This design comes from an exercise in tuning for small area, a short achievable clock period and few clock cycles on the open sky130 flow, not from production work.
Function was checked by simulation only, so behaviour that the tests miss may differ from the original.
Power and IR drop assume default switching activity.

[design/flow/run.sh]
#!/bin/bash
# synth_recipe.tcl (not shown) runs the flow's synth.tcl, then flattens the netlist and writes it again
# the make line also repeats each setting of config.mk as NAME=value (left out here)
make -C /OpenROAD-flow-scripts/flow DESIGN_CONFIG=/design/flow/config.mk WORK_HOME=/design/flow/orfs CLKGATE_MAP_FILE= SYNTH_SCRIPT=/design/flow/synth_recipe.tcl finish
[design/flow/constraint.sdc]
create_clock -name core_clock -period 5.5 [get_ports {clk}]
set_input_delay 1.1000 -clock core_clock [delete_from_list [all_inputs] [get_ports {clk}]]
set_output_delay 1.1000 -clock core_clock [all_outputs]
set_load 0.01 [all_outputs]
[design/flow/config.mk]
export PLATFORM = sky130hd
export DESIGN_NAME = start_length_end_deframer_unit
export DESIGN_NICKNAME = start_length_end_deframer_unit
export VERILOG_FILES = /design/flow/design.v
export SDC_FILE = /design/flow/constraint.sdc
export NUM_CORES = 4
export LEC_CHECK = 0
export CAP_MARGIN = 20
export CORE_MARGIN = 2
export CORE_UTILIZATION = 40
export SLEW_MARGIN = 20
[design/flow/design.v]
package sled_pkg;
  localparam int BUF_BYTES = 64;
  localparam int PTR_W     = $clog2(BUF_BYTES);
  localparam int CNT_W     = $clog2(BUF_BYTES + 1);
  localparam int WRAP_W    = $clog2(BUF_BYTES + 1) + 1;
  localparam int SUM_W     = ((CNT_W > 8) ? CNT_W : 8) + 2;
  localparam int Q_DEPTH   = 2;
  localparam int QCNT_W    = $clog2(Q_DEPTH + 1);
  localparam int QIDX_W    = $clog2(Q_DEPTH);
  localparam logic [7:0] START_MARK = 8'h50;
  localparam logic [7:0] END_MARK   = 8'h45;
  localparam logic [1:0] FRAME_OVH  = 2'd2;
  typedef enum logic [1:0] {
    KIND_PAYLOAD  = 2'd0,
    KIND_EMPTY    = 2'd1,
    KIND_OVERFLOW = 2'd2
  } kind_t;
  typedef struct packed {
    logic       valid;
    logic [7:0] data;
  } sled_q_t;
endpackage
module sled_ram #(
  parameter int WIDTH = 8,
  parameter int DEPTH = 64
) (
  input  logic                     clk,
  input  logic                     we,
  input  logic [$clog2(DEPTH)-1:0] waddr,
  input  logic [WIDTH-1:0]         wdata,
  input  logic [$clog2(DEPTH)-1:0] raddr,
  output logic [WIDTH-1:0]         rdata
);
  logic [WIDTH-1:0] mem [DEPTH];
  always_ff @(posedge clk) begin
    if (we) begin
      mem[waddr] <= wdata;
    end
    rdata <= mem[raddr];
  end
endmodule
import sled_pkg::*;
module sled_front (
  input  logic       clk,
  input  logic       rst_n,
  input  logic       in_tvalid,
  output logic       in_tready,
  input  logic [7:0] in_tdata,
  output logic       q_valid,
  output logic [7:0] q_data,
  input  logic       q_pop
);
  logic [7:0]        slot_r [Q_DEPTH];
  logic [QCNT_W-1:0] cnt_r;
  logic              push;
  logic [QCNT_W-1:0] wpos;
  assign in_tready   = (cnt_r < QCNT_W'(Q_DEPTH));
  assign push        = in_tvalid && in_tready;
  assign wpos        = q_pop ? cnt_r - QCNT_W'(1) : cnt_r;
  assign q_valid = (cnt_r != '0);
  assign q_data  = slot_r[0];
  always_ff @(posedge clk) begin
    if (!rst_n) begin
      cnt_r <= '0;
    end else begin
      cnt_r <= cnt_r + QCNT_W'(push) - QCNT_W'(q_pop);
    end
    if (q_pop) begin
      for (int k = 0; k < Q_DEPTH - 1; k++) begin
        slot_r[k] <= slot_r[k+1];
      end
    end
    if (push) begin
      slot_r[wpos[QIDX_W-1:0]] <= in_tdata;
    end
  end
endmodule
import sled_pkg::*;
module sled_back (
  input  logic       clk,
  input  logic       rst_n,
  input  logic       q_valid,
  input  logic [7:0] q_data,
  output logic       q_pop,
  output logic       out_tvalid,
  input  logic       out_tready,
  output logic [7:0] out_tdata,
  output logic       out_tlast,
  output logic [1:0] out_tuser
);
  function automatic logic [PTR_W-1:0] wrap_add(input logic [PTR_W-1:0] base,
                                                input logic [CNT_W-1:0] off);
    logic [CNT_W:0] sum;
    sum = {{(CNT_W + 1 - PTR_W){1'b0}}, base} + {1'b0, off};
    if (sum >= WRAP_W'(BUF_BYTES)) begin
      sum = sum - WRAP_W'(BUF_BYTES);
    end
    wrap_add = sum[PTR_W-1:0];
  endfunction
  typedef enum logic [3:0] {
    S_IDLE, S_SCAN, S_P, S_L, S_E, S_D, S_EMPTY, S_OVF, S_DROP
  } state_t;
  state_t           state_r;
  logic [PTR_W-1:0] head_r;
  logic [CNT_W-1:0] cnt_r;
  logic [CNT_W-1:0] i_r;
  logic [7:0]       len_r;
  logic [7:0]       j_r;
  logic [SUM_W-1:0] end_r;
  logic             drop_r;
  logic             ovalid_r;
  logic [7:0]       obyte_r;
  logic             olast_r;
  logic [1:0]       okind_r;
  logic             full;
  logic             out_free;
  logic             emit;
  logic             we;
  logic [PTR_W-1:0] waddr;
  logic [PTR_W-1:0] raddr;
  logic [7:0]       rdata;
  logic [SUM_W-1:0] end_nxt;
  logic [CNT_W-1:0] pay_off;
  logic             pay_last;
  assign full     = (cnt_r == CNT_W'(BUF_BYTES));
  assign out_free = !ovalid_r || out_tready;
  assign emit     = out_free &&
                    (state_r == S_D || state_r == S_EMPTY || state_r == S_OVF);
  assign q_pop    = (state_r == S_IDLE) && q_valid;
  assign we       = q_pop;
  assign waddr    = full ? head_r : wrap_add(head_r, cnt_r);
  assign end_nxt  = SUM_W'(i_r) + SUM_W'(rdata) + SUM_W'(FRAME_OVH);
  assign pay_off  = i_r + CNT_W'(FRAME_OVH) + CNT_W'(j_r);
  assign pay_last = ({1'b0, j_r} + 9'd1) == {1'b0, len_r};
  assign out_tvalid = ovalid_r;
  assign out_tdata  = obyte_r;
  assign out_tlast  = olast_r;
  assign out_tuser  = okind_r;
  always_comb begin
    case (state_r)
      S_SCAN:  raddr = wrap_add(head_r, i_r);
      S_P:     raddr = wrap_add(head_r, i_r + CNT_W'(1));
      S_L:     raddr = wrap_add(head_r, end_nxt[CNT_W-1:0]);
      S_E:     raddr = wrap_add(head_r, i_r + CNT_W'(FRAME_OVH));
      S_D:     raddr = wrap_add(head_r, out_free ? pay_off + CNT_W'(1) : pay_off);
      default: raddr = '0;
    endcase
  end
  sled_ram #(.WIDTH(8), .DEPTH(BUF_BYTES)) u_ram (
    .clk   (clk),
    .we    (we),
    .waddr (waddr),
    .wdata (q_data),
    .raddr (raddr),
    .rdata (rdata)
  );
  always_ff @(posedge clk) begin
    if (!rst_n) begin
      state_r  <= S_IDLE;
      head_r   <= '0;
      cnt_r    <= '0;
      drop_r   <= 1'b0;
      ovalid_r <= 1'b0;
    end else begin
      if (emit) begin
        ovalid_r <= 1'b1;
      end else if (out_tready) begin
        ovalid_r <= 1'b0;
      end
      case (state_r)
        S_IDLE: begin
          if (q_valid) begin
            if (full) begin
              head_r <= wrap_add(head_r, CNT_W'(1));
            end else begin
              cnt_r <= cnt_r + CNT_W'(1);
            end
            drop_r  <= full;
            i_r     <= '0;
            state_r <= S_SCAN;
          end
        end
        S_SCAN: begin
          if (i_r + CNT_W'(1) < cnt_r) begin
            state_r <= S_P;
          end else begin
            state_r <= drop_r ? S_OVF : S_IDLE;
          end
        end
        S_P: begin
          if (rdata == START_MARK) begin
            state_r <= S_L;
          end else begin
            i_r     <= i_r + CNT_W'(1);
            state_r <= S_SCAN;
          end
        end
        S_L: begin
          len_r <= rdata;
          end_r <= end_nxt;
          if (end_nxt < SUM_W'(cnt_r)) begin
            state_r <= S_E;
          end else begin
            i_r     <= i_r + CNT_W'(1);
            state_r <= S_SCAN;
          end
        end
        S_E: begin
          j_r <= '0;
          if (rdata == END_MARK) begin
            state_r <= (len_r == 8'd0) ? S_EMPTY : S_D;
          end else begin
            i_r     <= i_r + CNT_W'(1);
            state_r <= S_SCAN;
          end
        end
        S_D: begin
          if (out_free) begin
            obyte_r  <= rdata;
            olast_r  <= pay_last;
            okind_r  <= KIND_PAYLOAD;
            j_r      <= j_r + 8'd1;
            if (pay_last) begin
              state_r <= S_DROP;
            end
          end
        end
        S_EMPTY: begin
          if (out_free) begin
            obyte_r  <= 8'd0;
            olast_r  <= 1'b1;
            okind_r  <= KIND_EMPTY;
            state_r  <= S_DROP;
          end
        end
        S_OVF: begin
          if (out_free) begin
            obyte_r  <= 8'd0;
            olast_r  <= 1'b1;
            okind_r  <= KIND_OVERFLOW;
            state_r  <= S_IDLE;
          end
        end
        S_DROP: begin
          head_r  <= wrap_add(head_r, end_r[CNT_W-1:0] + CNT_W'(1));
          cnt_r   <= cnt_r - end_r[CNT_W-1:0] - CNT_W'(1);
          state_r <= S_IDLE;
        end
        default: state_r <= S_IDLE;
      endcase
    end
  end
endmodule
import sled_pkg::*;
module start_length_end_deframer_unit (
  input  logic       clk,
  input  logic       rst_n,
  input  logic       in_tvalid,
  output logic       in_tready,
  input  logic [7:0] in_tdata,    
  output logic       out_tvalid,
  input  logic       out_tready,
  output logic [7:0] out_tdata,   
  output logic       out_tlast,
  output logic [1:0] out_tuser    
);
  logic       q_valid;
  logic [7:0] q_data;
  logic    q_pop;
  sled_front u_front (
    .clk       (clk),
    .rst_n     (rst_n),
    .in_tvalid (in_tvalid),
    .in_tready (in_tready),
    .in_tdata  (in_tdata),
    .q_valid   (q_valid),
    .q_data    (q_data),
    .q_pop     (q_pop)
  );
  sled_back u_back (
    .clk        (clk),
    .rst_n      (rst_n),
    .q_valid    (q_valid),
    .q_data     (q_data),
    .q_pop      (q_pop),
    .out_tvalid (out_tvalid),
    .out_tready (out_tready),
    .out_tdata  (out_tdata),
    .out_tlast  (out_tlast),
    .out_tuser  (out_tuser)
  );
endmodule
==> run notes <==
* Max incr delay on CP at 0.53 ns
* WHS Endpoint: u_front.slot_r[0][4]$_DFFE_PP_
* Post-synth top area share at 65.6%
* Initial detailed-routing violation count at 1410
* Main synth FF type: edfxtp_1
* Die height at 259 µm
* Peak supply drop at 0.000269 V
* Post-route ant nets at 0
* Buf/Inv on CP at 4
* Int Power at 9670 µW
* Number of synthesized register bits at 598
* Yosys top cell by area: edfxtp_1
* Horiz. Die Dim at 259 µm
* Critical Path Stages at 20
* CTS tree: yes
* Final setup vio count at 0
* First-pass GRT wire length at 98.2 mm
* PortBufs at 24
* Vias in the first global route at 15100
* GRT overflow at 0
* CP cell instances: inv_1, ha_1, inv_1, ha_1, inv_1, fa_1, nor3_2, xnor2_1, a221o_1, ha_1, o21a_1, a2111oi_2, nor3_2, a2111oi_2, mux2i_1, nand2_4, buf_12, mux2_2, o22ai_1, nor3_1
* Syn Inst Count at 1718
* Clock share of power at 28.3%
* Yosys cell types at 76
* Final Hold Viols at 0
* Ant diodes at 0
* Core box area at 64500 µm²
* Clock buffer count from CTS at 61
* Count leader, synth: edfxtp_1
* EDFF count, synth at 569
* Layout Nets at 1866
* Reg2reg path depth at 20
* Post-DR wirelength/cell at 24.2 µm
* CP Capture Type: flip-flop
* CTS root buf: clkbuf_16
* Final Max Slew Viols at 0
* Final min period at 5.20 ns
* Cell family contributing the most delay on the critical path: compound AO/OA/AOI/OAI gates
* Pwr Total at 14500 µW
* Hold path depth at 1
* Hold_buf cts at 0
* Logic pwr share at 30.5%
* Clock Sinks at 598
* Fmax at 192 MHz
* Power Density at 490 nW/µm²
* IO Count at 25
* HP Start: u_front.slot_r[1][4]$_DFFE_PP_
* FFs w/ async S/R, synth at 0%
* Reg2reg end: u_back.u_ram.rdata[3]$_DFF_P_
* Gr usage total at 19.5%
* Slowest CP cell: fa_1
* Post-DR vias/cell at 5.65
* Synthesized area at 26100 µm²
* Sw frac at 33.2%
* HP Class: reg -> reg
* Net load switching power at 4810 µW
* Maximum fanout along the worst path at 45
* Detailed placer's ending HPWL at 41.3 mm
* Synthesis-to-finish area growth at 13.3%
* CP Launch Type: flip-flop
* Critical Path AT at 5.70 ns
* Clock Pin Slew Worst Setup and Hold Paths at 0.06 ns
* Total negative slack at 0 ns
* Routed Wire Length at 65.1 mm
* Antenna violations before repair at 0
* Cell Rows at 93
* Syn Area/Cell at 15.2 µm²
* Largest net degree at the start of global routing at 65
* Die area at 67200 µm²
* Worst reg-to-reg setup slack at 0.30 ns
* CTS H-tree lvls at 2
* Synth cell count leaders: edfxtp_1, nand2_1, nor2_1
* Part of the power in registers at 41.2%
* Req. time, crit path at 6.00 ns
* Synth warn at 3
* Largest cells by area after synthesis: edfxtp_1, mux4_2, ha_1
* Leak at 0.00984 µW
* Seq/Total Area, Yosys at 67.8%
* Starting Density at 40.4%
* Worst r2r src: u_back.j_r[1]$_SDFFCE_PN0P_
* Clk_skew at 0.0289 ns
* Drt pass-1 iters at 7
* GP Congestion at 0.899
* Max-capacitance violation count at 0
* Max_slew headroom at 21.8%
* Fraction of layout cells with a size suffix above 1 at 14.5%
* CP Class: reg -> reg
* Status: timing/DRC/antenna clean
* Crit share post-route at 94.5%
* Bufs on Longest Clock Path at 3
* DRC Markers at 0
* Via Count at 15200
* Syn nets at 1802
* Clock Latency Late Sink at 0.64 ns
* Tightest Pin Transition at 1.16 ns
[repair_timing]
| item | in CTS | in global routing |
|---|---|---|
| endpoints found under the setup margin | 0 | 7 |
| resized for setup | 0 | 4 |
| buffers inserted | 0 | 2 |
[metal layers]
| layer | global-route usage (%) | wire length [µm] | share of wire (%) |
|---|---|---|---|
| met1 | 27.5 | 28900 | 44 |
| met2 | 30.3 | 30000 | 46 |
| met3 | 2.87 | 3560 | 5.5 |
| met4 | 7.85 | 2600 | 4.0 |
| met5 | 0 | 0 | 0 |
[cells by family after synthesis]
kind of cell / Yosys count / share of synthesized area [%]
flops: 598 / 67.8
simple gates: 445 / 7.88
compound gates: 276 / 7.81
mux: 136 / 8.41
buf+inv: 127 / 2.26
fa+ha+maj: 72 / 3.63
xor+xnor: 64 / 2.20
[flip-flops by register name, summed over array words and instances, names as in the netlist, 7 cells and up]
register	flops
u_back.cnt_r	7
u_back.end_r	7
u_back.i_r	7
u_back.j_r	8
u_back.len_r	8
u_back.obyte_r	8
u_back.u_ram.mem	512
u_back.u_ram.rdata	8
u_front.slot_r	16
[power by group through the flow]
stage                     Clock [µW]  Combinational (µW)  Sequential (µW)
after floorplan                    0                2450             6270
after global placement             0                4300             6060
after detailed placement           0                4380             6060
after global routing            4340                4740             5980
final                           4100                4410             5970
after CTS                       4160                4390             5970
[layout make-up]
class                           instances  area (µm²)
Sequential cell                       598       17700
Inverter                               46         173
Timing Repair Buffer                   82         792
Clock inverter                         45         415
Tap cell                              855        1070
Fill cell                            5614       34900
Clock buffer                           69        1580
Multi-Input combinational cell        993        7830
[how the worst max path moves through the flow]
stage | from | endpoint | slack, ns
finish | u_back.j_r[1]$_SDFFCE_PN0P_ | u_back.u_ram.rdata[3]$_DFF_P_ | 0.30
global route | u_back.u_ram.rdata[1]$_DFF_P_ | u_back.u_ram.rdata[0]$_DFF_P_ | -0.02
CTS | u_back.j_r[1]$_SDFFCE_PN0P_ | u_back.u_ram.rdata[6]$_DFF_P_ | 0.28
global placement | out_tready | u_back.u_ram.rdata[6]$_DFF_P_ | 0.28
floorplan | u_back.i_r[1]$_SDFFCE_PN0P_ | u_back.u_ram.rdata[0]$_DFF_P_ | 1.0
detailed placement | out_tready | u_back.u_ram.rdata[6]$_DFF_P_ | 0.18
[worst reg2reg max path, stage by stage (launching register included)]
cell and delay, ns:
edfxtp_1 0.45, inv_1 0.08, ha_1 0.29, inv_1 0.06, ha_1 0.15, inv_1 0.06
fa_1 0.53, nor3_2 0.26, xnor2_1 0.10, a221o_1 0.37, ha_1 0.34, o21a_1 0.15
a2111oi_2 0.44, nor3_2 0.15, a2111oi_2 0.25, mux2i_1 0.18, nand2_4 0.17, buf_12 0.26
mux2_2 0.42, o22ai_1 0.26, nor3_1 0.11
[layout by cell type (no fill, tap or decap), types with 24 or more instances in the layout]
cell type,count
a21oi_1,39
clkbuf_16,62
mux2i_1,49
mux4_2,64
xnor2_1,42
inv_1,45
edfxtp_1,569
o22ai_1,31
nand2_1,159
buf_4,48
dfxtp_1,29
o221ai_1,35
clkdlybuf4s50_1,24
nand3_1,52
nor2_1,117
ha_1,66
a31oi_1,30
[stage by stage]
stage	setup slack [ns]	hold WS (ns)	area, µm²	instances	utilization [%]
4_1_cts	0.276	0.557	29500	2686	45.8
3_5_place_dp	0.175	0.538	27500	2572	42.7
5_1_grt	-0.0219	0.567	29500	2688	45.8
2_1_floorplan	0.999	0.431	26100	1718	-
6_report	0.300	0.552	29500	2688	45.8
3_3_place_gp	0.284	0.531	27500	2572	42.7
Testbench counts, summed over its fixed seeds: cycles 434,953.

## afterwards: timing with drivers on the ports
Ports are ideal in the flow. The routed layout listed here was re-timed in OpenROAD.
Step 1: set_driving_cell puts a clkbuf_16 on clk and a buf_2 on each other input, an assumption about the parent block.
Step 2 times the ports against the registers' clock, not the clock port: input delays grow and output delays shrink by t, the midpoint of the rising clock arrivals with the driver on.
Slacks: ideal / step 1 / step 2; pairs: ideal / step 1.
t (ns): 0.689
setup slack, ns: 0.300 / 0.300 / 0.170
latest minus earliest clock arrival (ns): 0.029 / 0.029
slew at the worst register clock pin (ns): 0.06 / 0.06
After both steps this run still meets setup and hold. The setup slack of this run moves by 0.000 ns with the drivers and by -0.130 ns with both steps.
